Context: an optimization exercise on an open-source flow, tuned for small area. The choices shown serve that exercise and are no tape-out recipe.
Function was checked by simulation only, so behaviour that the tests miss may differ from the original.
The clock port is modelled as an ideal driver; clocking choices that lean on that would not hold on a real chip.
Power figures rest on the tool's default switching activity, not on a simulated workload.

===== flow/design.v =====
`timescale 1ns/1ps
module bs_rca #(parameter int W = 8) (
    input  logic [W-1:0] a,
    input  logic [W-1:0] b,
    input  logic         ci,
    output logic [W-1:0] s,
    output logic         co
);
    logic [W:0] c;
    assign c[0] = ci;
    for (genvar i = 0; i < W; i++) begin : g_bit
        assign s[i]   = ~(~a[i] ^ b[i] ^ c[i]);
        assign c[i+1] = ~((~a[i] & ~b[i]) | (~a[i] & ~c[i]) | (~b[i] & ~c[i]));
    end
    assign co = c[W];
endmodule
module bicubic_scaler (
    input  logic        CLK,
    input  logic        RST,
    input  logic        start,
    input  logic [6:0]  v0,
    input  logic [6:0]  h0,
    input  logic [4:0]  sw,
    input  logic [5:0]  sh,
    input  logic [5:0]  tw,
    input  logic [7:0]  src_data,
    output logic        src_rd,
    output logic [13:0] src_addr,
    output logic        dst_we,
    output logic [11:0] dst_addr,
    output logic [7:0]  dst_data,
    output logic        done
);
    localparam logic [1:0] S_IDLE = 2'd0, S_INIT = 2'd1, S_SUB = 2'd2, S_PIX = 2'd3;
    logic [1:0]  state;
    logic [6:0]  cnt;
    logic [4:0]  sm;        
    logic [5:0]  dd;        
    logic [5:0]  rows;      
    logic [13:2] row_base;      
    logic [6:0]  colp;      
    logic [6:0]  rem;
    logic [5:0]  col;       
    logic [11:0] dst_cnt;
    logic [5:0]  dr;
    logic [14:0] x;
    logic [7:0]  t0, t1, t2;
    logic [14:0] p1, p2, p3;
    logic        y1, y2;
    logic [2:0]  g;
    logic        sb;
    logic [6:0]  cnt_inc, tcol, koff, badd, minu, addb, diff;
    logic [11:0] rc_inc;
    logic [5:0]  dd_in;
    logic [4:0]  sm_in;
    logic [11:0] dst_inc;
    logic [13:0] addr_sum;
    logic        ge, last_col, last_pix, dst_wrap, addm, backm, xen, dsel, step100;
    logic        nc0, nc1, nc2, nc3, nc4, nc5, nc6;
    bs_rca #(7)  u_cnt  (.a(cnt),      .b(7'd0),          .ci(1'b1),  .s(cnt_inc),  .co(nc0));
    bs_rca #(7)  u_tcol (.a(colp),     .b(koff),          .ci(1'b0),  .s(tcol),     .co(nc1));
    bs_rca #(12) u_rc   (.a({rows, col}), .b(12'd0),      .ci(1'b1),  .s(rc_inc),   .co(last_pix));
    assign last_col = &col;
    bs_rca #(12) u_dst  (.a(dst_cnt),  .b(12'd0),         .ci(1'b1),  .s(dst_inc),  .co(dst_wrap));
    bs_rca #(12) u_addr (.a(row_base), .b({7'd0, badd[6:2]}), .ci(1'b0), .s(addr_sum[13:2]), .co(nc3));
    assign addr_sum[1:0] = badd[1:0];
    bs_rca #(7)  u_sub  (.a(minu),     .b(addb),          .ci(~addm | backm), .s(diff), .co(ge));
    bs_rca #(6)  u_twm1 (.a(tw),       .b(6'h3f),         .ci(1'b0),  .s(dd_in),    .co(nc4));
    bs_rca #(5)  u_swm1 (.a(sw),       .b(5'h1f),         .ci(1'b0),  .s(sm_in),    .co(nc5));
    assign addm  = (cnt == 7'd89);
    assign backm = addm & last_col;
    assign addb  = backm ? {2'b11, ~sm} : addm ? {2'b00, sm} : {1'b1, ~dd};
    assign xen   = (state == S_PIX) && (cnt >= 7'd8) && (cnt <= 7'd22);
    assign dsel  = (state == S_PIX) && (cnt >= 7'd7) && (cnt <= 7'd21);
    assign dr    = p1[5:0];
    assign minu  = xen ? {dr, 1'b0} : backm ? colp : rem;
    always_comb begin
        if (state == S_SUB)
            koff = 7'd1;
        else begin
            case (cnt_inc[6:3])
                4'd1:    koff = 7'h7f;
                4'd2:    koff = 7'd0;
                4'd3:    koff = 7'd1;
                default: koff = 7'd2;
            endcase
        end
    end
    assign step100  = (state == S_INIT) || (cnt == 7'd89);
    assign badd     = step100 ? 7'd100 : tcol;
    assign src_addr = addr_sum;
    assign src_rd   = (state == S_PIX);
    logic        live;
    assign live = src_data[cnt[2:0]];
    always_ff @(posedge CLK) begin
        t0 <= {(cnt[6:3] == 4'd1) ? live : (cnt >= 7'd81 && cnt <= 7'd88) ? f : t0[0], t0[7:1]};
        t1 <= {(cnt[6:3] == 4'd2) ? live : t1[0], t1[7:1]};
        t2 <= {(cnt[6:3] == 4'd3) ? live : t2[0], t2[7:1]};
    end
    logic [1:0]  win;
    logic        tapon, first, running;
    logic        b0, b1, b2, b3;
    logic [3:0]  dig, gsum;
    logic [2:0]  gq;
    logic        gco, gbit;
    assign win     = {cnt[6], cnt[4]};
    assign tapon   = ~cnt[3];
    assign first   = (cnt[3:0] == 4'd0);
    assign running = cnt[6] | cnt[5];
    assign b0 = t0[0] & tapon;
    assign b1 = t1[0] & tapon;
    assign b2 = t2[0] & tapon;
    assign b3 = live  & tapon;
    always_comb begin
        case ({win, b3, b2, b1, b0, first})
            7'd0: dig = 4'h0;
            7'd1: dig = 4'h0;
            7'd2: dig = 4'h1;
            7'd3: dig = 4'h1;
            7'd4: dig = 4'hd;
            7'd5: dig = 4'hd;
            7'd6: dig = 4'he;
            7'd7: dig = 4'he;
            7'd8: dig = 4'h3;
            7'd9: dig = 4'h3;
            7'd10: dig = 4'h4;
            7'd11: dig = 4'h4;
            7'd12: dig = 4'h0;
            7'd13: dig = 4'h0;
            7'd14: dig = 4'h1;
            7'd15: dig = 4'h1;
            7'd16: dig = 4'hf;
            7'd17: dig = 4'hf;
            7'd18: dig = 4'h0;
            7'd19: dig = 4'h0;
            7'd20: dig = 4'hc;
            7'd21: dig = 4'hc;
            7'd22: dig = 4'hd;
            7'd23: dig = 4'hd;
            7'd24: dig = 4'h2;
            7'd25: dig = 4'h2;
            7'd26: dig = 4'h3;
            7'd27: dig = 4'h3;
            7'd28: dig = 4'hf;
            7'd29: dig = 4'hf;
            7'd30: dig = 4'h0;
            7'd31: dig = 4'h0;
            7'd32: dig = 4'h0;
            7'd33: dig = 4'h0;
            7'd34: dig = 4'h1;
            7'd35: dig = 4'h1;
            7'd36: dig = 4'he;
            7'd37: dig = 4'he;
            7'd38: dig = 4'hf;
            7'd39: dig = 4'hf;
            7'd40: dig = 4'h1;
            7'd41: dig = 4'h1;
            7'd42: dig = 4'h2;
            7'd43: dig = 4'h2;
            7'd44: dig = 4'hf;
            7'd45: dig = 4'hf;
            7'd46: dig = 4'h0;
            7'd47: dig = 4'h0;
            7'd48: dig = 4'h0;
            7'd49: dig = 4'h0;
            7'd50: dig = 4'h1;
            7'd51: dig = 4'h1;
            7'd52: dig = 4'he;
            7'd53: dig = 4'he;
            7'd54: dig = 4'hf;
            7'd55: dig = 4'hf;
            7'd56: dig = 4'h1;
            7'd57: dig = 4'h1;
            7'd58: dig = 4'h2;
            7'd59: dig = 4'h2;
            7'd60: dig = 4'hf;
            7'd61: dig = 4'hf;
            7'd62: dig = 4'h0;
            7'd63: dig = 4'h0;
            7'd64: dig = 4'h0;
            7'd65: dig = 4'h0;
            7'd66: dig = 4'hf;
            7'd67: dig = 4'hf;
            7'd68: dig = 4'h0;
            7'd69: dig = 4'h0;
            7'd70: dig = 4'hf;
            7'd71: dig = 4'hf;
            7'd72: dig = 4'h1;
            7'd73: dig = 4'h1;
            7'd74: dig = 4'h0;
            7'd75: dig = 4'h0;
            7'd76: dig = 4'h1;
            7'd77: dig = 4'h1;
            7'd78: dig = 4'h0;
            7'd79: dig = 4'h0;
            7'd80: dig = 4'h0;
            7'd81: dig = 4'h0;
            7'd82: dig = 4'hf;
            7'd83: dig = 4'hf;
            7'd84: dig = 4'h0;
            7'd85: dig = 4'h0;
            7'd86: dig = 4'hf;
            7'd87: dig = 4'hf;
            7'd88: dig = 4'h1;
            7'd89: dig = 4'h1;
            7'd90: dig = 4'h0;
            7'd91: dig = 4'h0;
            7'd92: dig = 4'h1;
            7'd93: dig = 4'h1;
            7'd94: dig = 4'h0;
            7'd95: dig = 4'h0;
            7'd96: dig = 4'h0;
            7'd97: dig = 4'h0;
            7'd98: dig = 4'h0;
            7'd99: dig = 4'h0;
            7'd100: dig = 4'h0;
            7'd101: dig = 4'h0;
            7'd102: dig = 4'h0;
            7'd103: dig = 4'h0;
            7'd104: dig = 4'h0;
            7'd105: dig = 4'h0;
            7'd106: dig = 4'h0;
            7'd107: dig = 4'h0;
            7'd108: dig = 4'h0;
            7'd109: dig = 4'h0;
            7'd110: dig = 4'h0;
            7'd111: dig = 4'h0;
            7'd112: dig = 4'h0;
            7'd113: dig = 4'h0;
            7'd114: dig = 4'h0;
            7'd115: dig = 4'h0;
            7'd116: dig = 4'h0;
            7'd117: dig = 4'h0;
            7'd118: dig = 4'h0;
            7'd119: dig = 4'h0;
            7'd120: dig = 4'h0;
            7'd121: dig = 4'h0;
            7'd122: dig = 4'h0;
            7'd123: dig = 4'h0;
            7'd124: dig = 4'h0;
            7'd125: dig = 4'h0;
            7'd126: dig = 4'h0;
            7'd127: dig = 4'h0;
            default: dig = 4'h0;
        endcase
    end
    assign gq = (first & (win != 2'd3)) ? {3{(win == 2'd1) & ad}} : g;
    bs_rca #(4) u_gen (.a(dig), .b({gq[2], gq}), .ci(1'b0), .s(gsum), .co(gco));
    assign gbit = gsum[0];
    always_ff @(posedge CLK) begin
        g <= gsum[3:1];
        if (cnt[3:0] == 4'd15) begin
            if (win == 2'd1) sb <= gbit;
        end
    end
    logic        ad, bin, cin, din;
    logic        r2, q3, f;
    logic [14:0] u1, u2, u3;
    logic        o1, o2, o3;
    assign bin = running & ((win == 2'd1) ? gbit : (win[1] ? sb : 1'b0));
    assign cin = running & win[1] & gbit;
    assign din = running & (win == 2'd3) & (first | ((cnt[3:0] >= 4'd1) & (cnt[3:0] <= 4'd8) & t1[7]));
    assign r2 = running & y1;
    assign q3 = running & y2;
    bs_rca #(15) u_m1 (.a(p1), .b(~x & {15{ad}}), .ci(win == 2'd0 ? ad : bin), .s(u1), .co(o1));
    bs_rca #(15) u_m2 (.a(p2), .b(x & {15{r2}}), .ci(cin), .s(u2), .co(o2));
    bs_rca #(15) u_m3 (.a(p3), .b(x & {15{q3}}), .ci(din), .s(u3), .co(o3));
    assign f = u3[0];
    always_ff @(posedge CLK) begin
        p1  <= {o1, u1[14:7], dsel ? (ge ? diff[5:0] : minu[5:0]) : u1[6:1]};
        p2  <= {o2, u2[14:1]};
        p3  <= {o3, u3[14:1]};
        ad  <= running & ((win == 2'd0) ? gbit : ad);
        y1  <= u1[0];
        y2  <= u2[0];
    end
    assign dst_data = f ? {8{~t0[7]}} : t0;
    always_ff @(posedge CLK) begin
        if (xen)
            x <= {x[13:0], ge};
    end
    assign dst_addr = dst_cnt;
    assign dst_we   = (state == S_PIX) && (cnt == 7'd89);
    assign done     = dst_we && last_pix;
    always_ff @(posedge CLK) begin
        cnt <= cnt_inc;
        if (RST) begin
            state <= S_IDLE;
        end else if (start) begin
            colp     <= h0;
            sm       <= sm_in;
            dd       <= dd_in;
            rows     <= ~sh;      
            row_base <= '0;
            dst_cnt  <= {5'h1f, ~v0};
            col      <= 6'h3f;
            rem      <= '0;
            state    <= S_INIT;
        end else begin
            case (state)
                S_IDLE: ;
                S_INIT: begin
                    dst_cnt <= dst_inc;
                    if (dst_wrap) begin
                        rows  <= rc_inc[11:6];
                        col   <= ~dd;
                        cnt   <= 7'd7;
                        state <= S_PIX;
                    end else begin
                        row_base <= addr_sum[13:2];
                    end
                end
                S_SUB: begin
                    if (ge) begin
                        rem  <= diff;
                        colp <= tcol;
                    end else begin
                        cnt   <= 7'd7;
                        state <= S_PIX;
                    end
                end
                default: begin   
                    if (cnt == 7'd89) begin
                        dst_cnt <= dst_inc;
                        if (last_col) begin
                            if (last_pix) begin
                                state <= S_IDLE;
                            end else begin
                                rows     <= rc_inc[11:6];
                                row_base <= addr_sum[13:2];
                                col      <= ~dd;
                                rem      <= '0;
                                colp     <= diff;     
                                cnt      <= 7'd7;
                            end
                        end else begin
                            col   <= rc_inc[5:0];
                            rem   <= diff;
                            state <= S_SUB;
                        end
                    end
                end
            endcase
        end
    end
endmodule

===== flow/flow/run.sh =====
#!/bin/bash
# Layout flow: the standard flow, with these changes to the cells it picks:
#  - after the standard synthesis (bash standard.sh synth, unchanged), the
#    combinational cells of its netlist (half adders included) are re-mapped for area by Yosys/ABC
#    (flow/remap.py). Flip-flops, full adders and tie cells are left as
#    they are, so the registers keep their names, cells and connections. The
#    new netlist is proven equivalent to the standard one by Yosys; if that
#    fails, the standard netlist is used unchanged;
#  - the input and output ports are buffered with buf_1 instead of the buffer
#    buffer_ports picks by default (clkdlybuf4s50_1, 2.7x the area);
#  - clock tree synthesis runs with ORFS's usual arguments, clock buffers from
#    clkbuf_4 instead of clkbuf_16, and -dont_use_dummy_load; afterwards
#    (flow/post_cts.tcl) each clock buffer whose flip-flop loads see more than
#    110 ps of slew is upsized to clkbuf_8.
# Each tool's output goes to a log in the work folder (standard_synth.log,
# remap/*.log, standard.log); ORFS also keeps each step's log under orfs/logs.
set -euo pipefail
export BUFFER_PORTS_ARGS="-buffer_cell sky130_fd_sc_hd__buf_1"
export CTS_ARGS="-sink_clustering_enable -repair_clock_nets -dont_use_dummy_load -buf_list sky130_fd_sc_hd__clkbuf_4"
export POST_CTS_TCL="$PWD/flow/post_cts.tcl"
bash standard.sh synth > standard_synth.log 2>&1
R="orfs/results/${FLOW_PLATFORM}/bicubic_scaler/base"
mkdir -p remap
cp "$R/1_2_yosys.v" remap/std.v
if python3 flow/remap.py remap/std.v remap/remapped.v "$FLOW_TOP" remap > remap/remap_py.log 2>&1; then
  cp remap/remapped.v "$R/1_2_yosys.v"
  echo "re-mapped netlist used" > remap/result.txt
else
  echo "re-mapping failed or not proven: standard netlist used" > remap/result.txt
fi
# the netlist is now newer than 1_synth.odb, so make rebuilds it from there on
touch "$R/1_2_yosys.v"
bash standard.sh > standard.log 2>&1

===== flow/flow/dontuse.txt =====
sky130_fd_sc_hd__probe_p_8 sky130_fd_sc_hd__probec_p_8 sky130_fd_sc_hd__lpflow_bleeder_1 sky130_fd_sc_hd__lpflow_clkbufkapwr_1 sky130_fd_sc_hd__lpflow_clkbufkapwr_16 sky130_fd_sc_hd__lpflow_clkbufkapwr_2 sky130_fd_sc_hd__lpflow_clkbufkapwr_4 sky130_fd_sc_hd__lpflow_clkbufkapwr_8 sky130_fd_sc_hd__lpflow_clkinvkapwr_1 sky130_fd_sc_hd__lpflow_clkinvkapwr_16 sky130_fd_sc_hd__lpflow_clkinvkapwr_2 sky130_fd_sc_hd__lpflow_clkinvkapwr_4 sky130_fd_sc_hd__lpflow_clkinvkapwr_8 sky130_fd_sc_hd__lpflow_decapkapwr_12 sky130_fd_sc_hd__lpflow_decapkapwr_3 sky130_fd_sc_hd__lpflow_decapkapwr_4 sky130_fd_sc_hd__lpflow_decapkapwr_6 sky130_fd_sc_hd__lpflow_decapkapwr_8 sky130_fd_sc_hd__lpflow_inputiso0n_1 sky130_fd_sc_hd__lpflow_inputiso0p_1 sky130_fd_sc_hd__lpflow_inputiso1n_1 sky130_fd_sc_hd__lpflow_inputiso1p_1 sky130_fd_sc_hd__lpflow_inputisolatch_1 sky130_fd_sc_hd__lpflow_isobufsrc_1 sky130_fd_sc_hd__lpflow_isobufsrc_16 sky130_fd_sc_hd__lpflow_isobufsrc_2 sky130_fd_sc_hd__lpflow_isobufsrc_4 sky130_fd_sc_hd__lpflow_isobufsrc_8 sky130_fd_sc_hd__lpflow_isobufsrckapwr_16 sky130_fd_sc_hd__lpflow_lsbuf_lh_hl_isowell_tap_1 sky130_fd_sc_hd__lpflow_lsbuf_lh_hl_isowell_tap_2 sky130_fd_sc_hd__lpflow_lsbuf_lh_hl_isowell_tap_4 sky130_fd_sc_hd__lpflow_lsbuf_lh_isowell_4 sky130_fd_sc_hd__lpflow_lsbuf_lh_isowell_tap_1 sky130_fd_sc_hd__lpflow_lsbuf_lh_isowell_tap_2 sky130_fd_sc_hd__lpflow_lsbuf_lh_isowell_tap_4

===== flow/flow/post_cts.tcl =====
proc my_fix_clock_slew {small big thr} {
  estimate_parasitics -placement
  set changed 0
  foreach inst [get_cells *] {
    if {[get_property $inst ref_name] != $small} { continue }
    set worst 0
    foreach out [get_pins -of_objects $inst -filter "direction == output"] {
      foreach p [get_pins -of_objects [get_nets -of_objects $out] -filter "direction == input"] {
        foreach s [list [get_property $p slew_max_rise] [get_property $p slew_max_fall]] {
          if {$s > $worst} { set worst $s }
        }
      }
    }
    if {$worst > $thr} {
      replace_cell $inst $big
      incr changed
    }
  }
  puts "my_fix_clock_slew: upsized $changed $small to $big"
  if {$changed > 0} {
    detailed_placement
    check_placement -verbose
    estimate_parasitics -placement
  }
}
my_fix_clock_slew sky130_fd_sc_hd__clkbuf_4 sky130_fd_sc_hd__clkbuf_8 0.110

===== flow/flow/remap.py =====
#!/usr/bin/env python3
# Re-maps the combinational cells of the standard synthesis netlist for area
# with Yosys/ABC, and proves the result equivalent to the standard netlist.
#   remap.py STD.v OUT.v TOP WORKDIR
# Flip-flops, full adders and tie cells are kept untouched (blackboxes),
# so every register keeps its cell type, instance, name and connections.
# Exit status 0 only if OUT.v was written and proven equivalent.
import os, re, subprocess, sys

std, out, top, work = sys.argv[1:5]
here = os.path.dirname(os.path.abspath(__file__))
lib = os.path.join(os.environ.get('FLOW_HOME', '/OpenROAD-flow-scripts/flow'),
                   'platforms/sky130hd/lib/sky130_fd_sc_hd__tt_025C_1v80.lib')
yosys = os.environ.get('YOSYS_EXE') or 'yosys'
if not os.path.exists(yosys):
    yosys = 'yosys'
dont_use = open(os.path.join(here, 'dontuse.txt')).read().split()

net = open(std).read()
types = sorted(set(re.findall(r'^\s*(sky130_fd_sc_hd__\w+)\s', net, re.M)))
keep = [t for t in types if re.match(r'sky130_fd_sc_hd__(s?e?df|dl|fa_|fah|conb)', t)]


def run(name, script):
    path = os.path.join(work, name + '.ys')
    open(path, 'w').write(script)
    with open(os.path.join(work, name + '.log'), 'w') as log:
        return subprocess.call([yosys, '-s', path], stdout=log, stderr=subprocess.STDOUT)


readlib = f'read_liberty -overwrite -ignore_miss_func -ignore_miss_dir {lib}\n'
# ABC scripts tried, in order; the smallest result is kept (the first on a tie)
SCRIPTS = [
    '+strash;dc2;dch,-f;amap;topo',
    '+strash;dch,-f;amap;topo',
    '+strash;dc2;dc2;dch,-f;amap;topo',
    '+strash;ifraig;dc2;dch,-f;amap;topo',
    '+strash;dc2;dch,-f;amap;topo;strash;dch,-f;amap;topo',
    '+strash;dc2;dch,-f;map,-a;topo',
    '+strash;dc2;dch,-f;amap,-F,100;topo',
    '+strash;ifraig;dc2;dch,-f;amap;topo;strash;ifraig;dc2;dch,-f;amap;topo',
]
best = None
for i, scr in enumerate(SCRIPTS):
    cand = os.path.join(work, f'cand{i}.v')
    remap = readlib + f'''read_verilog {std}
hierarchy -top {top}
blackbox {' '.join(keep)}
flatten
opt_clean
abc -liberty {lib} {' '.join('-dont_use ' + c for c in dont_use)} -script "{scr}"
opt_clean
hilomap -singleton -hicell sky130_fd_sc_hd__conb_1 HI -locell sky130_fd_sc_hd__conb_1 LO
splitnets
opt_clean -purge
hierarchy -top {top} -purge_lib
rename -enumerate -pattern _re%_
tee -o {cand}.stat stat -liberty {lib}
write_verilog -noattr -nohex -nodec {cand}
'''
    if run(f'remap{i}', remap) != 0:
        continue
    m = re.search(r'Chip area for module .*?: ([0-9.]+)', open(cand + '.stat').read())
    if m and (best is None or float(m.group(1)) < best[0]):
        best = (float(m.group(1)), cand, scr)
if best is None:
    sys.exit(1)
with open(os.path.join(work, 'chosen.txt'), 'w') as f:
    f.write(f'{best[0]} {best[2]}\n')
open(out, 'w').write(open(best[1]).read())

# equivalence of the two netlists, each cell read as its liberty function
for name, src in (('gold', std), ('gate', out)):
    if run('flat_' + name, readlib + f'''read_verilog {src}
hierarchy -top {top}
flatten
opt_clean
rename {top} {name}
write_rtlil {os.path.join(work, name + '.il')}
''') != 0:
        sys.exit(1)
sys.exit(run('equiv', f'''read_rtlil {os.path.join(work, 'gold.il')}
read_rtlil {os.path.join(work, 'gate.il')}
equiv_make gold gate eq
hierarchy -top eq
equiv_simple -seq 2
equiv_induct
equiv_status -assert
'''))

===== flow/standard.sh =====
#!/bin/bash
# synth_recipe.tcl (not shown) runs the flow's synth.tcl, then flattens the netlist and writes it again
# the make line also repeats each setting of config.mk as NAME=value (left out here)
make -C /OpenROAD-flow-scripts/flow DESIGN_CONFIG=/design/flow/config.mk WORK_HOME=/design/flow/orfs CLKGATE_MAP_FILE= SYNTH_SCRIPT=/design/flow/synth_recipe.tcl "${@:-finish}"

===== flow/config.mk =====
export PLATFORM = sky130hd
export DESIGN_NAME = bicubic_scaler
export DESIGN_NICKNAME = bicubic_scaler
export VERILOG_FILES = /design/flow/design.v
export SDC_FILE = /design/flow/constraint.sdc
export NUM_CORES = 4
export LEC_CHECK = 0
export CAP_MARGIN = 20
export CORE_MARGIN = 2
export CORE_UTILIZATION = 60
export GPL_TIMING_DRIVEN = 0
export SLEW_MARGIN = 20

===== flow/constraint.sdc =====
create_clock -name core_clock -period 15.0 [get_ports {CLK}]
set_input_delay 3.0000 -clock core_clock [delete_from_list [all_inputs] [get_ports {CLK}]]
set_output_delay 3.0000 -clock core_clock [all_outputs]
set_load 0.01 [all_outputs]

==> results of run 1 <==
-- worst max path at each step --
| stage | from | end | slack, ns | cells after the start |
|---|---|---|---|---|
| 2_1_floorplan | src_data[0] | p1[13] | 4.68 | 26 |
| 3_3_place_gp | src_data[0] | p1[13] | 4.26 | 27 |
| 3_5_place_dp | src_data[0] | p1[13] | 4.05 | 27 |
| 5_1_grt | src_data[0] | p1[13] | 4.13 | 27 |
| 6_report | src_data[0] | p1[13] | 4.50 | 27 |
-- state kept, by name, indices dropped and copies added, names as in the netlist, 3 cells and up --
signal	cells
t1	8
x	15
sm	5
p1	15
p2	15
t2	8
rows	6
rem	7
t0	8
cnt	7
dd	6
p3	15
col	6
g	3
dst_cnt	12
row_base	12
colp	7
-- cells in the final DEF (no fill, tap or decap), drive strengths merged --
cell type  count
a211oi         3
a21o           2
a21oi         17
a221o          2
a221oi         9
a22o           1
a22oi          3
a311o          1
a311oi         2
a31oi          5
a32oi          1
and2           2
and3          11
buf           79
clkbuf        17
clkinv        84
dfxtp         84
edfxtp        77
fa            63
nand2         62
nand3          5
nand4          1
nor2         144
nor2b          8
nor3           8
nor4           2
o211a          1
o21a          11
o21ai         37
o21bai         1
o221ai        13
o22a           4
o22ai         14
o31a           1
o31ai          1
o32ai         10
or2            8
or3            4
-- power by group through the flow --
stage | Combinational [W] | Sequential, W | Clock (W)
after floorplan | 0.000361 | 0.000662 | 0
after global placement | 0.000457 | 0.000676 | 0
after detailed placement | 0.000497 | 0.000682 | 0
after global routing | 0.000575 | 0.000687 | 0.000222
final | 0.000495 | 0.000670 | 0.000199
-- cell type report --
| type | instances | area, um2 | area share |
|---|---|---|---|
| repair buffers | 79 | 301.5 | 0.03642 |
| clock buffers | 17 | 171.4 | 0.02070 |
| inverters | 84 | 315.3 | 0.03808 |
| flip-flops and latches | 161 | 3994 | 0.4824 |
| multi-input cells | 457 | 3282 | 0.3964 |
| well taps | 172 | 215.2 | 0.02599 |
-- per-stage QoR --
stage	setup WS, ns	area, um2	utilization
2_1_floorplan	4.679	7580	-
5_1_grt	4.130	8279	0.6642
3_5_place_dp	4.047	8108	0.6504
3_3_place_gp	4.263	8088	0.6488
6_report	4.499	8279	0.6642
-- critical path, delay by kind of cell --
family / cells / cell delay [ns]
adder cells (fa/ha/maj): 15 / 5.88
AND/OR/NAND/NOR: 4 / 0.54
buffers and inverters: 2 / 0.27
AO/OA/AOI/OAI: 6 / 1.11
-- per-layer routing --
layer	wire [um]	GRT usage	vias to the layer above
met5	0	0	-
met4	290	0.07778	0
met3	872	0.05760	30
met2	6952	0.3752	182
met1	6149	0.2991	2541
li1	-	-	2607
==> results by group, run 1 <==
Clock tree
  • Clock Sinks: about 160
  • CTS tree: built
  • Skew-Pair Late Insertion Delay: 0.45 ns
  • Clk pin slew, worst setup/hold paths: around 0.10 ns

STA
  • Slew Limit Headroom: 0.2722
  • Final hold vios: 0
  • Final setup fails: 0
  • Max Slew Vio Count: 0
  • Peak Freq: between 90 and 100 MHz
  • Clock skew: ~0.043 ns
  • Worst-Margin Slew: 1.088 ns
  • Setup tns final: 0 ns
  • Crit share post-route: 0.7001
  • WHS: 0.3152 ns
  • Minimum clock period: approximately 11 ns
  • Unrepaired setup endpoints after global routing: no

Synth
  • Synthesized netlist cell count: around 700
  • Mapped Nets: 807
  • Ys Warns: 1
  • Synthesized area: 7580 um2
  • Syn Area/Cell: around 11 um2

Route
  • ANT nets after route: 0
  • Routed Wire Length: ~14,000 um
  • Vias/cell: 5.526
  • Post-route DRC: 0
  • Drt wl/cell: roughly 15 um
  • Drt pass-1 iters: 5
  • DR vias: roughly 5.4k
  • Initial DRC count: 399

Final layout
  • Fin cells: 970
  • Fillers: ~1.1k
  • Fraction of layout cells with a size suffix above 1: 0.02632
  • Area grow syn2layout: 9.227%
  • Diode count: 0
  • Fin nets: 905

Floorplan
  • Die width: between 100 and 150 um
  • Num ports: between 70 and 80
  • Die Area: 13,550 um2
  • Die H: around 120 um
  • Starting Density: 0.6080
  • Core footprint: 12,470 um2
  • FP Rows: approximately 40

Power and ir drop
  • Internal power: approximately 0.00087 W
  • Sequential share of power: 0.491
  • Final Total Pwr: between 0.001 and 0.0015 W
  • Sw frac: 0.3656
  • Pwr per Cell Area: approximately 160 nW/um2
  • Leakage: 3.065 nW
  • VDD IR max: approximately 0.094 mV
  • Net Sw Power: ~0.0005 W
  • Comb power frac: 0.363
  • Clock share of power: 0.146

Min path
  • Worst hold path type: register to register
  • Worst Hold Endpoint: t2[6]
  • Worst Hold Launch: t2[7]
  • Hold path depth: 0

Global routing
  • Global-route wire length before repair: around 24,000 um
  • Gr usage total: 0.2282
  • Largest net degree at the start of global routing: 37
  • Vias in the first global route: between 5k and 6k
  • GRT Residual Overflow: 0
  • Initial antenna violation count: 0

Critical path
  • Worst setup SP type: primary input
  • Worst r2r path cells: 27
  • WP data required: 15.32 ns
  • Crit-path most repeated cell: fa_1
  • Arr. time, crit path: about 11 ns
  • Crit path kind: primary input to register
  • Reg2Reg Setup Slack: 6.39 ns
  • Slowest CP cell: fa_1
  • CP peak stage delay: around 0.44 ns
  • Crit path capture type: register
  • RR Startpoint: cnt[2]
  • Worst-path fanout max: 5
  • FF-to-FF End: p1[13]

Placement
  • Detailed placement HPWL: roughly 11,000 um
  • GP Congestion: 0.9551
  • Port Buffer Count: slightly below 80
  • DP Cell Count: around 950

Status
  • Run status: finished clean

Job
  • Max-cap viol count: 0
==> inputs of run 2 (changes only) <==
--- a/flow/config.mk
+++ b/flow/config.mk
@@ -9,4 +9,3 @@
 export CORE_MARGIN = 2
 export CORE_UTILIZATION = 60
-export GPL_TIMING_DRIVEN = 0
 export SLEW_MARGIN = 20
==> run 2 against run 1 <==
  * Final area increased by 0.35%
  * Non-clock buffer count increased by 4
  * Maximum frequency increased by 0.19%
  * Sequential share of layout area decreased by 0.17 points
  * Critical path depth unchanged
  * Cell count increased by 0.41%
  * Register-to-register slack improved by 0.08 ns
  * Die area unchanged
==> results by group, run 2 <==
Status
  • Run status: finished clean (unchanged)

STA
  • Unrepaired setup endpoints after global routing: no (unchanged)
  • Clock skew: 0.03819 ns (was 0.04298 ns)
  • Final worst-path setup slack: 4.519 ns (was 4.499 ns)
  • Slew Limit Headroom: 0.2963 (was 0.2722)
  • Minimum clock period: 10.48 ns (was 10.50 ns)
  • Max Slew Vio Count: 0 (unchanged)
  • WHS: 0.3255 ns (was 0.3152 ns)
  • Setup tns final: 0 ns (unchanged)
  • Peak Freq: 95.41 MHz (was 95.23 MHz)
  • Worst-Margin Slew: 1.052 ns (was 1.088 ns)
  • Crit share post-route: 0.6988 (was 0.7001)
  • Final setup fails: 0 (unchanged)
  • Final hold vios: 0 (unchanged)

Power and ir drop
  • VDD IR max: 0.1225 mV (was 0.09439 mV)
  • Leakage: 3.084 nW (was 3.065 nW)
  • Pwr per Cell Area: 164.6 nW/um2 (was 164.7 nW/um2)

Job
  • Max-cap viol count: 0 (unchanged)

Min path
  • Worst Hold Launch: t1[5] (was t2[7])
  • Hold path depth: 0 (unchanged)
  • Worst hold path type: register to register (unchanged)
  • Worst Hold Endpoint: t1[4] (was t2[6])

Floorplan
  • Die H: 116.4 um (unchanged)
  • Die width: 116.4 um (unchanged)
  • Core footprint: 12,470 um2 (unchanged)
  • FP Rows: 41 (unchanged)
  • Num ports: 79 (unchanged)
  • Die Area: 13,550 um2 (unchanged)
  • Starting Density: 0.6080 (unchanged)

Synth
  • Synthesized area: 7580 um2 (unchanged)
  • Syn Area/Cell: 10.80 um2 (unchanged)
  • Synthesized netlist cell count: 702 (unchanged)
  • Mapped Nets: 807 (unchanged)
  • Ys Warns: 1 (unchanged)

Route
  • Post-route DRC: 0 (unchanged)
  • Routed Wire Length: 14,550 um (was 14,260 um)
  • ANT nets after route: 0 (unchanged)
  • Met2 WL post-DR: 7027 um (was 6952 um)
  • Routed met3 length: 808 um (was 872 um)
  • Drt wl/cell: 14.94 um (was 14.71 um)
  • Drt pass-1 iters: 5 (unchanged)
  • Vias/cell: 5.547 (was 5.526)
  • DR vias: 5,403 (was 5,360)
  • DR top layer: met4 (unchanged)
  • Met1 WL: 6428 um (was 6149 um)
  • Initial DRC count: 472 (was 399)

Critical path
  • RR Startpoint: cnt[2] (unchanged)
  • Arr. time, crit path: 10.79 ns (was 10.82 ns)
  • Worst-path fanout max: 5 (unchanged)
  • Crit path kind: primary input to register (unchanged)
  • Crit path capture type: register (unchanged)
  • WP data required: 15.31 ns (was 15.32 ns)
  • FF-to-FF End: p1[13] (unchanged)
  • Reg2Reg Setup Slack: 6.47 ns (was 6.39 ns)
  • Worst setup SP type: primary input (unchanged)
  • Worst r2r path cells: 27 (unchanged)

Global routing
  • Global-route wire length before repair: 24,270 um (was 23,690 um)
  • Initial antenna violation count: 0 (unchanged)
  • Vias in the first global route: 5,293 (was 5,141)
  • Largest net degree at the start of global routing: 37 (unchanged)
  • GRT Residual Overflow: 0 (unchanged)
  • Gr usage total: 0.2328 (was 0.2282)

Placement
  • Detailed placement HPWL: 11,080 um (was 10,910 um)
  • GP Congestion: 0.8966 (was 0.9551)
  • Worst slack, placed: 4.085 ns (was 4.047 ns)
  • Port Buffer Count: 78 (unchanged)

Final layout
  • Fin nets: 909 (was 905)
  • Commonest non-fill, non-tap cells in the layout: 144 x nor2_1, 84 x clkinv_1, 84 x dfxtp_1, 78 x buf_1, 77 x edfxtp_1 (was 144 x nor2_1, 84 x clkinv_1, 84 x dfxtp_1, 77 x edfxtp_1, 77 x buf_1)
  • Diode count: 0 (unchanged)
  • Fraction of layout cells with a size suffix above 1: 0.02868 (was 0.02632)
  • Area grow syn2layout: 9.607% (was 9.227%)
  • Commonest non-fill, non-tap cell in the layout: nor2_1 (unchanged)

Clock tree
  • Skew-Pair Late Insertion Delay: 0.44 ns (was 0.45 ns)
  • Clock Sinks: 161 (unchanged)
  • CTS tree: built (unchanged)
  • Clk pin slew, worst setup/hold paths: 0.09 ns (was 0.10 ns)
==> run 2: critical path, cell delays in order <==
cell and delay (ns):
buf_1 0.07, a221oi_1 0.28, a21oi_1 0.07, nand2_1 0.16, clkinv_1 0.17, o22ai_1 0.22
or2_0 0.18, nand2_1 0.07, a31oi_1 0.24, a21oi_1 0.15, nand2_1 0.12, o221ai_1 0.14
fa_1 0.41, fa_1 0.38, fa_1 0.39, fa_1 0.38, fa_1 0.38, fa_1 0.39
fa_1 0.40, fa_1 0.40, fa_1 0.39, fa_1 0.39, fa_1 0.38, fa_1 0.39
fa_1 0.39, fa_1 0.39, fa_1 0.44
==> run 2: worst max path at each step <==
stage,startpoint,endpoint,cells after the start
after floorplan,src_data[0],p1[13],26
after global placement,src_data[0],p1[13],27
after detailed placement,src_data[0],p1[13],27
after global routing,src_data[0],p1[13],27
final,src_data[0],p1[13],27
==> run 2: layout make-up <==
| type | instances | area (um2) |
|---|---|---|
| timing repair buffer | 83 | 330.3 |
| sequential | 161 | 3994 |
| clock buffer | 17 | 177.7 |
| fill | 1057 | 4158 |
| tap | 172 | 215.2 |
| inverter | 84 | 315.3 |
| multi-input combinational | 457 | 3276 |
==> run 2: per-stage QoR <==
step	power [W]	instances	cell area (um2)	util
final	0.001367	974	8308	0.6665
after global routing	0.001480	974	8308	0.6665
after detailed placement	0.001182	957	8130	0.6522
after global placement	0.001136	957	8130	0.6522
after floorplan	0.001023	702	7580	-
==> run 2: layer usage <==
metal | GRT usage | up-vias
met5 | 0 | -
met4 | 0.08016 | 0
met3 | 0.05812 | 30
met2 | 0.3775 | 160
met1 | 0.3099 | 2580
li1 | - | 2633
==> run 2: power by group <==
part / internal, W / switching (W)
combinational: 0.000201 / 0.000292
clock: 0.0000753 / 0.000129
sequential: 0.000592 / 0.0000794
==> inputs of run 3 (changes only) <==
--- a/flow/config.mk
+++ b/flow/config.mk
@@ -8,4 +8,4 @@
 export CAP_MARGIN = 20
 export CORE_MARGIN = 2
-export CORE_UTILIZATION = 60
+export CORE_UTILIZATION = 40
 export SLEW_MARGIN = 20
==> run 3 against run 2 <==
  * Largest power group unchanged
  * Worst hold slack gained 0.0048 ns
  * Register-to-register slack gained 0.09 ns
  * Power shrank 1.1%
  * Maximum frequency grew 1.4%
  * Synthesized cell count is the same
  * Still clean on timing, DRC and antenna
  * Non-clock buffer count is the same
  * Clock skew shrank 0.0081 ns
==> results by group, run 3 <==
Global routing
  • Global-route wire length before repair: 24,860 um (was 24,270 um)
  • GRT Residual Overflow: 0 (unchanged)
  • Gr usage total: 0.1557 (was 0.2328)
  • Largest net degree at the start of global routing: 37 (unchanged)
  • Vias in the first global route: 5,210 (was 5,293)
  • Initial antenna violation count: 0 (unchanged)

Critical path
  • Arr. time, crit path: 10.62 ns (was 10.79 ns)
  • Worst r2r path cells: 27 (unchanged)
  • Worst setup startpoint: src_data[0] (unchanged)
  • Crit path capture: p1[13] (unchanged)
  • FF-to-FF End: p1[13] (unchanged)
  • Worst-path fanout max: 5 (unchanged)
  • Crit path capture type: register (unchanged)
  • WP data required: 15.29 ns (was 15.31 ns)
  • Crit path kind: primary input to register (unchanged)
  • Reg2Reg Setup Slack: 6.56 ns (was 6.47 ns)
  • RR Startpoint: cnt[2] (unchanged)
  • Worst setup SP type: primary input (unchanged)

Job
  • Max-cap viol count: 0 (unchanged)

Floorplan
  • FP Rows: 50 (was 41)
  • Num ports: 79 (unchanged)
  • Die Area: 20,070 um2 (was 13,550 um2)
  • Starting Density: 0.4066 (was 0.6080)
  • Core footprint: 18,640 um2 (was 12,470 um2)
  • Die width: 141.7 um (was 116.4 um)
  • Die H: 141.7 um (was 116.4 um)

STA
  • Peak Freq: 96.75 MHz (was 95.41 MHz)
  • Final hold vios: 0 (unchanged)
  • Setup tns final: 0 ns (unchanged)
  • Unrepaired setup endpoints after global routing: no (unchanged)
  • Final setup fails: 0 (unchanged)
  • WHS: 0.3304 ns (was 0.3255 ns)
  • Minimum clock period: 10.34 ns (was 10.48 ns)
  • Max Slew Vio Count: 0 (unchanged)
  • Worst-Margin Slew: 0.9698 ns (was 1.052 ns)
  • Crit share post-route: 0.6890 (was 0.6988)
  • Clock skew: 0.03014 ns (was 0.03819 ns)
  • Slew Limit Headroom: 0.3495 (was 0.2963)

Final layout
  • Area grow syn2layout: 10.66% (was 9.607%)
  • Diode count: 0 (unchanged)
  • Post-Route Utilization: 0.4499 (was 0.6665)
  • Commonest non-fill, non-tap cells in the layout: 143 x nor2_1, 84 x clkinv_1, 84 x dfxtp_1, 78 x buf_1, 77 x edfxtp_1 (was 144 x nor2_1, 84 x clkinv_1, 84 x dfxtp_1, 78 x buf_1, 77 x edfxtp_1)
  • Fraction of layout cells with a size suffix above 1: 0.02993 (was 0.02868)
  • Fin cells: 1,036 (was 974)
  • Fin nets: 909 (unchanged)
  • Commonest non-fill, non-tap cell in the layout: nor2_1 (unchanged)

Power and ir drop
  • Clock share of power: 0.150 (was 0.149)
  • Comb power frac: 0.355 (was 0.360)
  • Pwr per Cell Area: 161.2 nW/um2 (was 164.6 nW/um2)
  • Sequential share of power: 0.495 (was 0.491)
  • VDD IR max: 0.06880 mV (was 0.1225 mV)
  • Net Sw Power: 0.0004902 W (was 0.0004997 W)
  • Final Total Pwr: 0.001353 W (was 0.001367 W)
  • Leakage: 3.085 nW (was 3.084 nW)
  • Sw frac: 0.3624 (was 0.3655)
  • Internal power: 0.0008624 W (was 0.0008676 W)

Status
  • Run status: finished clean (unchanged)

Route
  • Initial DRC count: 320 (was 472)
  • Vias/cell: 5.050 (was 5.547)
  • ANT nets after route: 0 (unchanged)
  • Drt pass-1 iters: 4 (was 5)
  • Post-route DRC: 0 (unchanged)
  • DR vias: 5,232 (was 5,403)
  • Routed Wire Length: 14,500 um (was 14,550 um)
  • Drt wl/cell: 14.00 um (was 14.94 um)

Clock tree
  • Clock Sinks: 161 (unchanged)
  • CTS tree: built (unchanged)
  • Clk pin slew, worst setup/hold paths: 0.09 ns (about the same)
  • Skew-Pair Late Insertion Delay: 0.43 ns (was 0.44 ns)

Synth
  • Syn Area/Cell: 10.80 um2 (unchanged)
  • Synthesized netlist cell count: 702 (unchanged)
  • Synthesized area: 7580 um2 (unchanged)
  • Mapped Nets: 807 (unchanged)
  • Ys Warns: 1 (unchanged)

Placement
  • GP Congestion: 0.8252 (was 0.8966)
  • DP Cell Count: 1,019 (was 957)
  • Port Buffer Count: 78 (unchanged)
  • Detailed placement HPWL: 11,030 um (was 11,080 um)

Min path
  • Worst hold path type: register to register (unchanged)
[run 3: layer usage]
layer  global-route usage  vias to the layer above  wire length (um)  share of wire
met5                    0                        -                 0              0
li1                     -                     2624                 -              -
met2               0.2414                      105              6647           0.46
met4              0.04895                        0               128         0.0088
met3              0.03274                        8               674          0.046
met1               0.2206                     2495              7051           0.49
[run 3: cell type report]
cell class                      instances  area, um2
Timing Repair Buffer                   83      330.3
Clock buffer                           17      177.7
Sequential cell                       161       3994
Multi-Input combinational cell        457       3278
Inverter                               84      315.3
Fill cell                            1804      10250
Tap cell                              234      292.8
[run 3: worst min-delay path by stage]
stage,startpoint,endpoint,slack (ns),cells past startpoint
after detailed placement,t2[5],t2[4],0.31,0
final,t0[2],t0[1],0.33,0
after floorplan,t1[1],t1[0],0.31,0
after global routing,t2[5],t2[4],0.34,0
after global placement,t2[7],t2[6],0.31,0
[run 3: worst max-delay path, stage by stage]
cell and delay (ns):
buf_1 0.07, a221oi_1 0.27, a21oi_1 0.06, nand2_1 0.15
clkinv_1 0.17, o22ai_1 0.22, or2_0 0.17, nand2_1 0.06
a31oi_1 0.21, a21oi_1 0.14, nand2_1 0.11, o221ai_1 0.13
fa_1 0.41, fa_1 0.39, fa_1 0.39, fa_1 0.39
fa_1 0.39, fa_1 0.38, fa_1 0.38, fa_1 0.38
fa_1 0.39, fa_1 0.38, fa_1 0.39, fa_1 0.39
fa_1 0.38, fa_1 0.38, fa_1 0.43
[run 3: per-stage QoR]
stage               instance area, um2  setup WS (ns)
global route                      8388          4.290
global placement                  8208          4.363
finish                            8388          4.665
floorplan                         7580          4.679
detailed placement                8208          4.172
[run 3: power groups by stage]
stage | sequential [W] | combinational [W] | clock (W)
2_1_floorplan | 0.000662 | 0.000361 | 0
3_3_place_gp | 0.000680 | 0.000475 | 0
3_5_place_dp | 0.000682 | 0.000492 | 0
5_1_grt | 0.000689 | 0.000572 | 0.000228
6_report | 0.000669 | 0.000481 | 0.000203
==> inputs of run 4 (changes only) <==
--- a/flow/flow/run.sh
+++ b/flow/flow/run.sh
@@ -2,7 +2,8 @@
 # Layout flow: the standard flow, with these changes to the cells it picks:
 #  - after the standard synthesis (bash standard.sh synth, unchanged), the
-#    combinational cells of its netlist (half adders included) are re-mapped for area by Yosys/ABC
-#    (flow/remap.py). Flip-flops, full adders and tie cells are left as
-#    they are, so the registers keep their names, cells and connections. The
+#    combinational cells of its netlist (half adders and the full adders
+#    outside the kernel's multipliers included) are re-mapped for area by
+#    Yosys/ABC (flow/remap.py). Flip-flops and tie cells are left as they
+#    are, so the registers keep their names, cells and connections. The
 #    new netlist is proven equivalent to the standard one by Yosys; if that
 #    fails, the standard netlist is used unchanged;
@@ -12,5 +13,5 @@
 #    clkbuf_4 instead of clkbuf_16, and -dont_use_dummy_load; afterwards
 #    (flow/post_cts.tcl) each clock buffer whose flip-flop loads see more than
-#    110 ps of slew is upsized to clkbuf_8.
+#    105 ps of slew is upsized to clkbuf_8.
 # Each tool's output goes to a log in the work folder (standard_synth.log,
 # remap/*.log, standard.log); ORFS also keeps each step's log under orfs/logs.
--- a/flow/flow/post_cts.tcl
+++ b/flow/flow/post_cts.tcl
@@ -24,3 +24,3 @@
   }
 }
-my_fix_clock_slew sky130_fd_sc_hd__clkbuf_4 sky130_fd_sc_hd__clkbuf_8 0.110
+my_fix_clock_slew sky130_fd_sc_hd__clkbuf_4 sky130_fd_sc_hd__clkbuf_8 0.105
--- a/flow/flow/remap.py
+++ b/flow/flow/remap.py
@@ -3,6 +3,9 @@
 # with Yosys/ABC, and proves the result equivalent to the standard netlist.
 #   remap.py STD.v OUT.v TOP WORKDIR
-# Flip-flops, full adders and tie cells are kept untouched (blackboxes),
-# so every register keeps its cell type, instance, name and connections.
+# Flip-flops and tie cells are kept untouched (blackboxes), so every register
+# keeps its cell type, instance, name and connections. Full adders are kept
+# too, or (second pass) only those fed by the kernel's accumulators p1..p3
+# (and dr, which lives in p1); the other full adders are then re-mapped with
+# the rest of the logic. The smallest result is used.
 # Exit status 0 only if OUT.v was written and proven equivalent.
 import os, re, subprocess, sys
@@ -20,4 +23,25 @@
 types = sorted(set(re.findall(r'^\s*(sky130_fd_sc_hd__\w+)\s', net, re.M)))
 keep = [t for t in types if re.match(r'sky130_fd_sc_hd__(s?e?df|dl|fa_|fah|conb)', t)]
+
+# the same netlist with the full adders that are not fed by p1..p3 / dr made
+# into a plain module of their function, which flatten dissolves
+SOFT = 'my_soft_fa'
+
+
+def soften(m):
+    pins = dict((k, v.strip()) for k, v in re.findall(r'\.(\w+)\(([^()]*)\)', m.group(2)))
+    if any(re.match(r'\\?(p[123]|dr) ?\[', pins.get(k, '')) for k in ('A', 'B', 'CIN')):
+        return m.group(0)
+    return SOFT + ' ' + m.group(1) + ' (' + m.group(2) + ');'
+
+
+soft_v = os.path.join(work, 'std_soft.v')
+open(soft_v, 'w').write(
+    re.sub(r'sky130_fd_sc_hd__fa_1\s+(\S+)\s*\((.*?)\);', soften, net, flags=re.S) + f'''
+module {SOFT} (input A, input B, input CIN, output COUT, output SUM);
+  assign SUM = A ^ B ^ CIN;
+  assign COUT = (A & B) | (A & CIN) | (B & CIN);
+endmodule
+''')
 
 
@@ -42,7 +66,7 @@
 ]
 best = None
-for i, scr in enumerate(SCRIPTS):
+for i, (src, scr) in enumerate([(v, c) for v in (std, soft_v) for c in SCRIPTS]):
     cand = os.path.join(work, f'cand{i}.v')
-    remap = readlib + f'''read_verilog {std}
+    remap = readlib + f'''read_verilog {src}
 hierarchy -top {top}
 blackbox {' '.join(keep)}
@@ -63,5 +87,5 @@
     m = re.search(r'Chip area for module .*?: ([0-9.]+)', open(cand + '.stat').read())
     if m and (best is None or float(m.group(1)) < best[0]):
-        best = (float(m.group(1)), cand, scr)
+        best = (float(m.group(1)), cand, os.path.basename(src) + ' ' + scr)
 if best is None:
     sys.exit(1)
--- a/flow/config.mk
+++ b/flow/config.mk
@@ -8,4 +8,5 @@
 export CAP_MARGIN = 20
 export CORE_MARGIN = 2
-export CORE_UTILIZATION = 40
+export CORE_UTILIZATION = 60
+export GPL_TIMING_DRIVEN = 0
 export SLEW_MARGIN = 20
==> run 4 against run 3 <==
  * The run now fails in 1_synth
==> results by group, run 4 <==
Synth
  • Ys Warns: 1 (unchanged)

Status
  • Run status: stopped before the end (was finished clean)
  • Stop stage: 1_synth
  • Log Error: [ERROR STA-0171] /design/flow/orfs/results/sky130hd/bicubic_scaler/base/1_2_yosys.v line 1199, syntax error
==> inputs of run 5 (changes only) <==
--- a/flow/flow/remap.py
+++ b/flow/flow/remap.py
@@ -72,4 +72,5 @@
 blackbox {' '.join(keep)}
 flatten
+simplemap
 opt_clean
 abc -liberty {lib} {' '.join('-dont_use ' + c for c in dont_use)} -script "{scr}"
@@ -80,4 +81,5 @@
 hierarchy -top {top} -purge_lib
 rename -enumerate -pattern _re%_
+select -assert-none t:$* t:$_*_
 tee -o {cand}.stat stat -liberty {lib}
 write_verilog -noattr -nohex -nodec {cand}
==> run 5 against run 4 <==
  * Now clean on timing, DRC and antenna
==> results by group, run 5 <==
Status
  • Run status: finished clean (was stopped before the end)

Clock tree
  • CTS tree: built
  • Clk pin slew, worst setup/hold paths: approximately 0.10 ns
  • Clock Sinks: about 160
  • Skew-Pair Late Insertion Delay: roughly 0.45 ns

Global routing
  • Largest net degree at the start of global routing: 37
  • GRT Residual Overflow: 0
  • Gr usage total: 0.2282
  • Vias in the first global route: ~5.1k
  • Initial antenna violation count: 0
  • Global-route wire length before repair: ~24,000 um

Job
  • Max-cap viol count: 0

Synth
  • Mapped Nets: slightly above 800
  • Ys Warns: 1 (unchanged)
  • Synthesized area: roughly 7600 um2
  • Syn Area/Cell: between 10 and 15 um2
  • Synthesized netlist cell count: 702

Route
  • Post-route DRC: 0
  • Drt wl/cell: between 10 and 15 um
  • Initial DRC count: 389
  • ANT nets after route: 0
  • Vias/cell: 5.536
  • Routed Wire Length: 14,270 um
  • DR vias: ~5.4k
  • Drt pass-1 iters: 5

STA
  • Crit share post-route: 0.6991
  • Slew Limit Headroom: 0.2815
  • Final setup fails: 0
  • Final hold vios: 0
  • Max Slew Vio Count: 0
  • Peak Freq: roughly 95 MHz
  • Minimum clock period: between 10 and 15 ns
  • Setup tns final: 0 ns
  • Unrepaired setup endpoints after global routing: no
  • Worst-Margin Slew: about 1.1 ns
  • Clock skew: 0.03970 ns
  • WHS: ~0.32 ns

Power and ir drop
  • Pwr per Cell Area: 165.2 nW/um2
  • Net Sw Power: 0.0004986 W
  • VDD IR max: around 0.094 mV
  • Internal power: 0.0008709 W
  • Leakage: 3.070 nW
  • Comb power frac: 0.361
  • Sequential share of power: 0.489
  • Sw frac: 0.3641
  • Clock share of power: 0.150

Final layout
  • Fin nets: 905
  • Diode count: 0
  • Commonest non-fill, non-tap cells in the layout: 144 x nor2_1, 84 x clkinv_1, 84 x dfxtp_1, 77 x edfxtp_1, 77 x buf_1
  • Commonest non-fill, non-tap cell in the layout: nor2_1
  • Fraction of layout cells with a size suffix above 1: 0.02632
  • Area grow syn2layout: 9.393%
  • Fillers: 1,071

Critical path
  • Reg2Reg Setup Slack: 6.40 ns
  • Crit path kind: primary input to register
  • Worst setup SP type: primary input
  • Crit path capture type: register
  • CP peak stage delay: around 0.44 ns
  • RR Startpoint: cnt[2]
  • Worst setup startpoint: src_data[0]
  • FF-to-FF End: p1[13]
  • Worst r2r path cells: 27
  • Worst-path fanout max: 5
  • WP data required: approximately 15 ns
  • Crit-path most repeated cell: fa_1
  • Slowest CP cell: fa_1
  • Arr. time, crit path: 10.82 ns

Placement
  • GP Congestion: around 0.96
  • Port Buffer Count: about 80
  • Detailed placement HPWL: 10,910 um

Floorplan
  • Die Area: between 10,000 and 15,000 um2
  • Num ports: between 70 and 80
  • Die width: ~120 um
  • Starting Density: 0.6080
  • FP Rows: just over 40
  • Die H: between 100 and 150 um
  • Core footprint: 12,470 um2

Min path
  • Hold path depth: 0
  • Worst hold path type: register to register
  • Worst Hold Launch: t2[7]
  • Worst Hold Endpoint: t2[6]
-- run 5: final cells by class --
cell class,count,area (um2),area share
Timing Repair Buffer,79,301.5,0.03637
Sequential cell,161,3994,0.4817
Multi-Input combinational cell,457,3282,0.3958
Inverter,84,315.3,0.03803
Clock buffer,17,183.9,0.02218
Tap cell,172,215.2,0.02595
-- run 5: power by group through the flow --
stage	Combinational (W)	Clock (W)	Sequential, W
floorplan	0.000361	0	0.000662
global placement	0.000457	0	0.000676
detailed placement	0.000497	0	0.000682
global route	0.000575	0.000228	0.000688
finish	0.000494	0.000205	0.000670
-- run 5: worst max-delay path by stage --
stage | depth (start not counted) | to
finish | 27 | p1[13]
global route | 27 | p1[13]
detailed placement | 27 | p1[13]
global placement | 27 | p1[13]
floorplan | 26 | p1[13]
-- run 5: routing by layer --
layer  GRT usage  wire length (um)  vias up
li1            -                 -     2608
met4     0.07778               298        0
met2      0.3756              6956      179
met1      0.2988              6103     2557
met5           0                 0        -
met3     0.05760               915       26
-- run 5: critical path, delay by kind of cell --
kind,cells,cell delay (ns)
adder cells (fa/ha/maj),15,5.88
AO/OA/AOI/OAI,6,1.11
AND/OR/NAND/NOR,4,0.54
buffers and inverters,2,0.27
-- run 5: stage by stage --
stage | setup WS (ns) | util | instances | area, um2 | power [W]
final | 4.513 | 0.6652 | 970 | 8292 | 0.001370
after global routing | 4.137 | 0.6652 | 970 | 8292 | 0.001491
after detailed placement | 4.047 | 0.6504 | 953 | 8108 | 0.001179
after global placement | 4.263 | 0.6488 | 952 | 8088 | 0.001133
after floorplan | 4.679 | - | 702 | 7580 | 0.001023
==> inputs of run 6 (changes only) <==
--- a/flow/config.mk
+++ b/flow/config.mk
@@ -6,7 +6,7 @@
 export NUM_CORES = 4
 export LEC_CHECK = 0
-export CAP_MARGIN = 20
+export CAP_MARGIN = 10
 export CORE_MARGIN = 2
 export CORE_UTILIZATION = 60
 export GPL_TIMING_DRIVEN = 0
-export SLEW_MARGIN = 20
+export SLEW_MARGIN = 10
==> run 6 against run 5 <==
  * Highest routed layer unchanged
  * Largest power group unchanged
  * Worst setup slack worse by 0.0015 ns
  * Die area unchanged
  * Maximum frequency about the same
  * Via count shrank 0.71%
  * Routed wire length is 0.99% lower
  * Synthesized area unchanged
  * Critical path depth is the same
  * Sequential cell count is the same
  * Synthesized cell count stayed put
  * Non-clock buffer count unchanged
  * Sequential power barely moved
==> results by group, run 6 <==
Status
  • Run status: finished clean (unchanged)

STA
  • Final worst-path setup slack: 4.512 ns (was 4.513 ns)
  • Worst-Margin Slew: 1.073 ns (was 1.074 ns)
  • Setup tns final: 0 ns (unchanged)
  • Final hold vios: 0 (unchanged)
  • Minimum clock period: 10.49 ns (about the same)
  • Slew Limit Headroom: 0.2821 (was 0.2815)
  • Clock skew: 0.02863 ns (was 0.03970 ns)
  • Peak Freq: 95.35 MHz (was 95.36 MHz)
  • Final setup fails: 0 (unchanged)
  • Unrepaired setup endpoints after global routing: no (unchanged)
  • Max Slew Vio Count: 0 (unchanged)
  • Crit share post-route: 0.6992 (was 0.6991)

Route
  • Routed Wire Length: 14,130 um (was 14,270 um)
  • ANT nets after route: 0 (unchanged)
  • Initial DRC count: 365 (was 389)
  • Post-route DRC: 0 (unchanged)
  • Drt wl/cell: 14.57 um (was 14.71 um)
  • Vias/cell: 5.497 (was 5.536)
  • DR vias: 5,332 (was 5,370)
  • Drt pass-1 iters: 5 (unchanged)

Critical path
  • Crit path capture type: register (unchanged)
  • RR Startpoint: cnt[2] (unchanged)
  • FF-to-FF End: p1[13] (unchanged)
  • Crit path kind: primary input to register (unchanged)
  • Worst setup startpoint: src_data[0] (unchanged)
  • Worst setup SP type: primary input (unchanged)
  • Arr. time, crit path: 10.79 ns (was 10.82 ns)
  • Worst-path fanout max: 5 (unchanged)
  • Worst r2r path cells: 27 (unchanged)
  • Crit path capture: p1[13] (unchanged)
  • Reg2Reg Setup Slack: 6.45 ns (was 6.40 ns)
  • WP data required: 15.30 ns (was 15.33 ns)

Floorplan
  • Die width: 116.4 um (unchanged)
  • Core footprint: 12,470 um2 (unchanged)
  • Num ports: 79 (unchanged)
  • Die H: 116.4 um (unchanged)
  • FP Rows: 41 (unchanged)
  • Die Area: 13,550 um2 (unchanged)
  • Starting Density: 0.6080 (unchanged)

Clock tree
  • Skew-Pair Late Insertion Delay: 0.44 ns (was 0.45 ns)
  • Clk pin slew, worst setup/hold paths: 0.09 ns (was 0.10 ns)
  • Clock Sinks: 161 (unchanged)
  • CTS tree: built (unchanged)

Final layout
  • Diode count: 0 (unchanged)
  • Fraction of layout cells with a size suffix above 1: 0.02632 (unchanged)
  • Commonest non-fill, non-tap cell in the layout: nor2_1 (unchanged)
  • Finished Cell Area: 8298 um2 (was 8292 um2)
  • Fin nets: 905 (unchanged)
  • Fillers: 1,046 (was 1,071)
  • Commonest non-fill, non-tap cells in the layout: 144 x nor2_1, 84 x clkinv_1, 84 x dfxtp_1, 77 x edfxtp_1, 77 x buf_1 (unchanged)
  • Area grow syn2layout: 9.475% (was 9.393%)

Synth
  • Mapped Nets: 807 (unchanged)
  • Syn Area/Cell: 10.80 um2 (unchanged)
  • Ys Warns: 1 (unchanged)
  • Synthesized area: 7580 um2 (unchanged)
  • Synthesized netlist cell count: 702 (unchanged)

Power and ir drop
  • Leakage: 3.072 nW (was 3.070 nW)
  • VDD IR max: 0.08975 mV (was 0.09436 mV)
  • Pwr per Cell Area: 165.0 nW/um2 (was 165.2 nW/um2)

Placement
  • Detailed placement HPWL: 10,840 um (was 10,910 um)
  • Dpl cell area: 8102 um2 (was 8108 um2)
  • GP Congestion: 0.9551 (unchanged)
  • Port Buffer Count: 78 (unchanged)
  • Worst slack, placed: 4.058 ns (was 4.047 ns)

Min path
  • Worst hold path type: register to register (unchanged)

Global routing
  • Global-route wire length before repair: 23,750 um (was 23,690 um)
  • Largest net degree at the start of global routing: 37 (unchanged)
  • Initial antenna violation count: 0 (unchanged)
  • Gr usage total: 0.2277 (was 0.2282)
  • GRT Residual Overflow: 0 (unchanged)
  • Vias in the first global route: 5,185 (was 5,146)

Job
  • Max-cap viol count: 0 (unchanged)
==> run 6: per-layer routing <==
layer | vias up | GRT usage | share of wire
li1 | 2616 | - | -
met1 | 2545 | 0.3025 | 0.44
met2 | 148 | 0.3713 | 0.48
met3 | 23 | 0.05968 | 0.055
met4 | 0 | 0.07063 | 0.018
met5 | - | 0 | 0
==> run 6: through the flow <==
stage / hold WS (ns) / instances / power (W) / utilization
6_report: 0.3106 / 970 / 0.001369 / 0.6657
5_1_grt: 0.3143 / 970 / 0.001493 / 0.6657
3_5_place_dp: 0.3121 / 953 / 0.001178 / 0.6499
3_3_place_gp: 0.3116 / 952 / 0.001133 / 0.6488
2_1_floorplan: 0.3096 / 702 / 0.001023 / -
==> run 6: worst max-delay path: stages <==
cell and delay, ns:
buf_1 0.07, a221oi_1 0.27, a21oi_1 0.06, nand2_1 0.18, clkinv_1 0.20, o22ai_1 0.23
or2_0 0.17, nand2_1 0.07, a31oi_1 0.22, a21oi_1 0.16, nand2_1 0.12, o221ai_1 0.15
fa_1 0.41, fa_1 0.38, fa_1 0.38, fa_1 0.40, fa_1 0.40, fa_1 0.39
fa_1 0.39, fa_1 0.38, fa_1 0.38, fa_1 0.39, fa_1 0.39, fa_1 0.38
fa_1 0.39, fa_1 0.39, fa_1 0.44
==> run 6: area by class of cell <==
type	count	area, um2	area share
Inverter	84	315.3	0.03800
Sequential cell	161	3994	0.4813
Timing Repair Buffer	79	301.5	0.03634
Clock buffer	17	190.2	0.02292
Tap cell	172	215.2	0.02593
Multi-Input combinational cell	457	3282	0.3955
==> run 6: worst min-delay path by stage <==
stage               start    end  slack [ns]  cells after the start
finish              t2[6]  t2[5]        0.31                      0
global placement    t1[6]  t1[5]        0.31                      0
global route        t1[4]  t1[3]        0.31                      0
detailed placement  t2[4]  t2[3]        0.31                      0
floorplan           t1[1]  t1[0]        0.31                      0
==> run 6: report_power, final <==
part	internal, W	switching [W]
logic	0.000201	0.000289
clock network	0.0000808	0.000129
registers	0.000592	0.0000780
total	0.000873	0.000496

==> re-timing with driven ports <==
Ports are ideal in the flow. The routed layouts listed here were re-timed in OpenROAD.
Step 1 sets driving cells, clkbuf_16 on the clock port and buf_2 on the other inputs (assumed; they add their load-dependent delay and slew).
Step 2 adds t to the input delays and takes it off the output delays; t is the mean of the earliest and latest rising clock arrival at the registers after step 1. Input paths then give back, and output paths get back, about the clock's delay inside the block.
Three values: ideal, step 1, step 2; two values: the first two.
| run | t (ns) | setup WS [ns] | worst setup path after step 2 |
|---|---|---|---|
| run 1 | 0.464 | 4.499 / 4.513 / 4.049 | input to register |
| run 2 | 0.458 | 4.519 / 4.534 / 4.076 | input to register |
| run 3 | 0.450 | 4.665 / 4.678 / 4.228 | input to register |
| run 5 | 0.465 | 4.513 / 4.528 / 4.063 | input to register |
| run 6 | 0.460 | 4.512 / 4.525 / 4.065 | input to register |
After both steps setup and hold are still met in every run listed.
